Background: an optimization exercise with open tools, aiming at small area. Do not read the settings as production practice. RTL that was checked went through simulation tests only; none was proved equivalent to the original. Power is estimated from default activity; no workload was simulated. No driver is modelled on the clock port, so clocking that relies on it looks cheaper here than on a real chip.

==> flow/design.v <==
`default_nettype none
package stream_buffer_pkg;
	localparam int SAMPLE_W = 16;
	localparam int WORD_W   = 2 * SAMPLE_W;
	localparam int FILL_W   = 32;
	localparam int STORE_DEPTH = 16;
	localparam int QUEUE_DEPTH = 4;
	localparam int CHAIN_DEPTH = STORE_DEPTH + QUEUE_DEPTH;
	localparam int TOTAL_W     = $clog2(CHAIN_DEPTH + 1);
	localparam int QCNT_W      = $clog2(QUEUE_DEPTH + 1);
	typedef logic [SAMPLE_W-1:0] sample_t;
	typedef logic [WORD_W-1:0]   word_t;
	typedef logic [FILL_W-1:0]   fill_t;
endpackage
`default_nettype wire
`default_nettype none
module word_packer (
	input  wire logic                       ti_clk,
	input  wire logic                       rst_n,
	input  wire logic                       write,
	input  wire stream_buffer_pkg::sample_t data_in,
	output stream_buffer_pkg::word_t        pk_data,
	output logic                            pair_done,
	output logic                            pk_valid,
	output logic                            pending
);
	stream_buffer_pkg::sample_t hold_q;
	assign pair_done = write & pending;
	always_ff @(posedge ti_clk or negedge rst_n) begin
		if (!rst_n) begin
			pending  <= 1'b0;
			pk_valid <= 1'b0;
		end else begin
			pk_valid <= pair_done;
			if (write) begin
				pending <= ~pending;
			end
		end
	end
	always_ff @(posedge ti_clk) begin
		if (write && !pending) begin
			hold_q <= data_in;
		end
	end
	assign pk_data = {hold_q, data_in};
endmodule
`default_nettype wire
`default_nettype none
module bulk_store (
	input  wire logic                                  ti_clk,
	input  wire stream_buffer_pkg::word_t              pk_data,
	input  wire logic                                  shift_lo,
	input  wire logic                                  shift_hi,
	output stream_buffer_pkg::word_t [stream_buffer_pkg::CHAIN_DEPTH-1:0] chain
);
	localparam int SD = stream_buffer_pkg::STORE_DEPTH;
	localparam int CD = stream_buffer_pkg::CHAIN_DEPTH;
	always_ff @(posedge ti_clk) begin
		if (shift_lo) begin
			chain[0] <= pk_data;
			for (int i = 1; i < SD; i++) begin
				chain[i] <= chain[i-1];
			end
		end
		if (shift_hi) begin
			for (int i = SD; i < CD; i++) begin
				chain[i] <= chain[i-1];
			end
		end
	end
endmodule
`default_nettype wire
`default_nettype none
module out_queue (
	input  wire logic                                  ti_clk,
	input  wire logic                                  rst_n,
	input  wire logic                                  push,
	input  wire logic                                  pair_done,
	input  wire logic                                  read,
	input  wire stream_buffer_pkg::word_t [stream_buffer_pkg::CHAIN_DEPTH-1:0] chain,
	output logic                                       shift_lo,
	output logic                                       shift_hi,
	output logic [stream_buffer_pkg::TOTAL_W-1:0]      total,
	output stream_buffer_pkg::word_t                   data_out
);
	localparam int CD     = stream_buffer_pkg::CHAIN_DEPTH;
	localparam int SD     = stream_buffer_pkg::STORE_DEPTH;
	localparam int QD     = stream_buffer_pkg::QUEUE_DEPTH;
	localparam int TW     = stream_buffer_pkg::TOTAL_W;
	localparam int QW     = stream_buffer_pkg::QCNT_W;
	logic [QW-1:0] qcount;
	logic          shown;
	logic          q_empty;
	logic          q_full;
	logic          q_last;
	logic          st_empty;
	logic          st_full;
	logic          xfer;
	logic          drop;
	logic          pop;
	logic          grow;
	logic          head_dn;
	logic          head_up;
	logic          head_down;
	logic          t_inc;
	logic          t_dec;
	logic          q_inc;
	logic          q_dec;
	logic          full_next;
	logic [CD-1:0] head_q;
	logic [CD-1:0] sel;
	assign q_empty  = (qcount == '0);
	assign q_full   = qcount[2];
	assign q_last   = (qcount == QW'(1));
	assign st_empty = (total[4:3] == 2'b00) & (total[2:0] == qcount);
	assign st_full  = total[4] & (total[3:0] == {1'b0, qcount});
	assign xfer     = ~st_empty & ~q_full;
	assign drop     = push & st_full & ~xfer;
	assign pop      = read & ~q_empty;
	assign grow     = push & ~drop;
	assign t_inc = grow & ~pop;
	assign t_dec = pop & ~grow;
	assign q_inc = xfer & ~pop;
	assign q_dec = pop & ~xfer;
	assign full_next = (total[4] & total[2] & ~pop) | (total[4] & total[1] & total[0] & t_inc);
	assign shift_lo  = pair_done;
	assign shift_hi  = pair_done & ~full_next;
	always_ff @(posedge ti_clk or negedge rst_n) begin
		if (!rst_n) begin
			total  <= '0;
			qcount <= '0;
			shown  <= 1'b0;
		end else begin
			if (t_inc) begin
				total <= total + 1'b1;
			end else if (t_dec) begin
				total <= total - 1'b1;
			end
			if (q_inc) begin
				qcount <= qcount + 1'b1;
			end else if (q_dec) begin
				qcount <= qcount - 1'b1;
			end
			if (xfer) begin
				shown <= 1'b1;
			end
		end
	end
	assign head_dn   = q_empty ? xfer : (pop & ~(q_last & ~xfer));
	assign head_up   = shift_hi & ~head_dn;
	assign head_down = head_dn & ~shift_hi;
	always_ff @(posedge ti_clk or negedge rst_n) begin
		if (!rst_n) begin
			head_q <= CD'(1);
		end else if (head_up) begin
			head_q <= {head_q[CD-2:0], 1'b0};
		end else if (head_down) begin
			head_q <= {1'b0, head_q[CD-1:1]};
		end
	end
	assign sel = {head_q[CD-1:3], head_q[2:0] & {3{shown}}};
	always_comb begin
		data_out = '0;
		for (int i = 0; i < CD; i++) begin
			data_out = data_out | ({stream_buffer_pkg::WORD_W{sel[i]}} & chain[i]);
		end
	end
endmodule
`default_nettype wire
`default_nettype none
module fill_monitor (
	input  wire logic                                  ti_clk,
	input  wire logic                                  rst_n,
	input  wire logic                                  pending,
	input  wire logic [stream_buffer_pkg::TOTAL_W-1:0] total,
	output stream_buffer_pkg::fill_t                   fill_count
);
	logic [stream_buffer_pkg::TOTAL_W:0] fill_q;
	always_ff @(posedge ti_clk or negedge rst_n) begin
		if (!rst_n) begin
			fill_q <= '0;
		end else begin
			fill_q <= {total, pending};
		end
	end
	assign fill_count = stream_buffer_pkg::fill_t'(fill_q);
endmodule
`default_nettype wire
`default_nettype none
module stream_buffer (
	input  wire logic                            ti_clk,
	input  wire logic                            rst_n,
	input  wire logic                            write,
	input  wire stream_buffer_pkg::sample_t      data_in,
	input  wire logic                            read,
	output logic [stream_buffer_pkg::WORD_W-1:0] data_out,
	output stream_buffer_pkg::fill_t             fill_count
);
	stream_buffer_pkg::word_t                                   pk_data;
	logic                                                       pk_valid;
	logic                                                       pair_done;
	logic                                                       pending;
	logic                                                       shift_lo;
	logic                                                       shift_hi;
	logic [stream_buffer_pkg::TOTAL_W-1:0]                      total;
	stream_buffer_pkg::word_t [stream_buffer_pkg::CHAIN_DEPTH-1:0] chain;
	word_packer u_packer (
		.ti_clk(ti_clk), .rst_n(rst_n), .write(write), .data_in(data_in),
		.pk_data(pk_data), .pair_done(pair_done), .pk_valid(pk_valid), .pending(pending)
	);
	bulk_store u_store (
		.ti_clk(ti_clk), .pk_data(pk_data), .shift_lo(shift_lo),
		.shift_hi(shift_hi), .chain(chain)
	);
	out_queue u_queue (
		.ti_clk(ti_clk), .rst_n(rst_n), .push(pk_valid), .pair_done(pair_done), .read(read),
		.chain(chain), .shift_lo(shift_lo), .shift_hi(shift_hi),
		.total(total), .data_out(data_out)
	);
	fill_monitor u_fill (
		.ti_clk(ti_clk), .rst_n(rst_n), .pending(pending), .total(total),
		.fill_count(fill_count)
	);
endmodule
`default_nettype wire
Settings: LEC_CHECK=0, CAP_MARGIN=20, CORE_MARGIN=2, CORE_UTILIZATION=40, SLEW_MARGIN=20; clock period 4.0 ns.
standard.sh (not shown) runs the stock make flow with config.mk's settings and CLKGATE_MAP_FILE= SYNTH_SCRIPT=/design/flow/synth_recipe.tcl, a recipe that flattens the netlist after the stock synthesis.
==> flow/flow/run.sh <==
#!/bin/bash
# The standard layout (standard.sh: the ORFS flow, standard synthesis) with
# three settings changed:
#  - ports are buffered with sky130_fd_sc_hd__buf_1 instead of the default cell
#  - clock tree sinks are clustered into groups of up to 30 within 100 um
#  - clock tree synthesis inserts no dummy loads
# Full make output goes to flow_make.log; ORFS's per-step logs are under orfs/logs.
set -euo pipefail
cd "$(dirname "${BASH_SOURCE[0]}")/.."
bash standard.sh \
  "BUFFER_PORTS_ARGS=-buffer_cell sky130_fd_sc_hd__buf_1" \
  "CTS_ARGS=-sink_clustering_enable -repair_clock_nets -sink_clustering_size 30 -sink_clustering_max_diameter 100 -dont_use_dummy_load" \
  finish > flow_make.log 2>&1
Next try:
--- a/flow/design.v
+++ b/flow/design.v
@@ -101,47 +101,31 @@
 	logic          grow;
 	logic          head_dn;
 	logic          head_up;
 	logic          head_down;
-	logic          t_inc;
-	logic          t_dec;
-	logic          q_inc;
-	logic          q_dec;
-	logic          full_next;
+	logic [TW-1:0] total_next;
 	logic [CD-1:0] head_q;
 	logic [CD-1:0] sel;
 	assign q_empty  = (qcount == '0);
-	assign q_full   = qcount[2];
+	assign q_full   = (qcount == QW'(QD));
 	assign q_last   = (qcount == QW'(1));
-	assign st_empty = (total[4:3] == 2'b00) & (total[2:0] == qcount);
-	assign st_full  = total[4] & (total[3:0] == {1'b0, qcount});
+	assign st_empty = (total == TW'(qcount));
+	assign st_full  = (total == TW'(qcount) + TW'(SD));
 	assign xfer     = ~st_empty & ~q_full;
 	assign drop     = push & st_full & ~xfer;
 	assign pop      = read & ~q_empty;
 	assign grow     = push & ~drop;
-	assign t_inc = grow & ~pop;
-	assign t_dec = pop & ~grow;
-	assign q_inc = xfer & ~pop;
-	assign q_dec = pop & ~xfer;
-	assign full_next = (total[4] & total[2] & ~pop) | (total[4] & total[1] & total[0] & t_inc);
-	assign shift_lo  = pair_done;
-	assign shift_hi  = pair_done & ~full_next;
+	assign total_next = total + TW'(grow) - TW'(pop);
+	assign shift_lo = pair_done;
+	assign shift_hi = pair_done & (total_next != TW'(CD));
 	always_ff @(posedge ti_clk or negedge rst_n) begin
 		if (!rst_n) begin
 			total  <= '0;
 			qcount <= '0;
 			shown  <= 1'b0;
 		end else begin
-			if (t_inc) begin
-				total <= total + 1'b1;
-			end else if (t_dec) begin
-				total <= total - 1'b1;
-			end
-			if (q_inc) begin
-				qcount <= qcount + 1'b1;
-			end else if (q_dec) begin
-				qcount <= qcount - 1'b1;
-			end
+			total  <= total_next;
+			qcount <= qcount + QW'(xfer) - QW'(pop);
 			if (xfer) begin
 				shown <= 1'b1;
 			end
 		end
@@ -150,16 +134,20 @@
 	assign head_up   = shift_hi & ~head_dn;
 	assign head_down = head_dn & ~shift_hi;
 	always_ff @(posedge ti_clk or negedge rst_n) begin
 		if (!rst_n) begin
-			head_q <= CD'(1);
+			head_q <= '0;
+		end else if (!shown) begin
+			if (xfer) begin
+				head_q <= CD'(1) << (TW'(grow) + TW'(shift_hi));
+			end
 		end else if (head_up) begin
 			head_q <= {head_q[CD-2:0], 1'b0};
 		end else if (head_down) begin
 			head_q <= {1'b0, head_q[CD-1:1]};
 		end
 	end
-	assign sel = {head_q[CD-1:3], head_q[2:0] & {3{shown}}};
+	assign sel = head_q;
 	always_comb begin
 		data_out = '0;
 		for (int i = 0; i < CD; i++) begin
 			data_out = data_out | ({stream_buffer_pkg::WORD_W{sel[i]}} & chain[i]);
=> Total power goes up by 31%; die area is about the same; routed wire length grows by 2.8%; global-route usage goes up by 0.36 points; maximum frequency fell by 7.4%; worst setup slack got worse by 0.28 ns.
Function not checked in the second run of this note: the RTL went through the layout flow alone.

-- port drivers added, routing unchanged --
The results above use ideal ports. As a check the final layouts listed here were re-extracted and re-timed, cells and wires unchanged.
Step 1 assumes that a clkbuf_16 drives the clock port and a buf_2 every other input.
Step 2 times the ports against the registers' clock, not the clock port: input delays grow and output delays shrink by t, the midpoint of the rising clock arrivals with the driver on.
Three values: ideal ports, drivers, drivers and shift; two values: the first two.
run | shift t [ns] | setup WS [ns] | worst hold slack (ns)
the first run | 0.637 | 0.507 / 0.446 / 0.952 | 0.295 / 0.265 / 0.386
the second run | 0.639 | 0.227 / 0.227 / 0.106 | 0.313 / 0.278 / 0.419
After both steps every run listed still meets setup and hold. The setup slack of the second run, which loses most, moves by 0.000 ns with the drivers and by -0.121 ns with both steps.
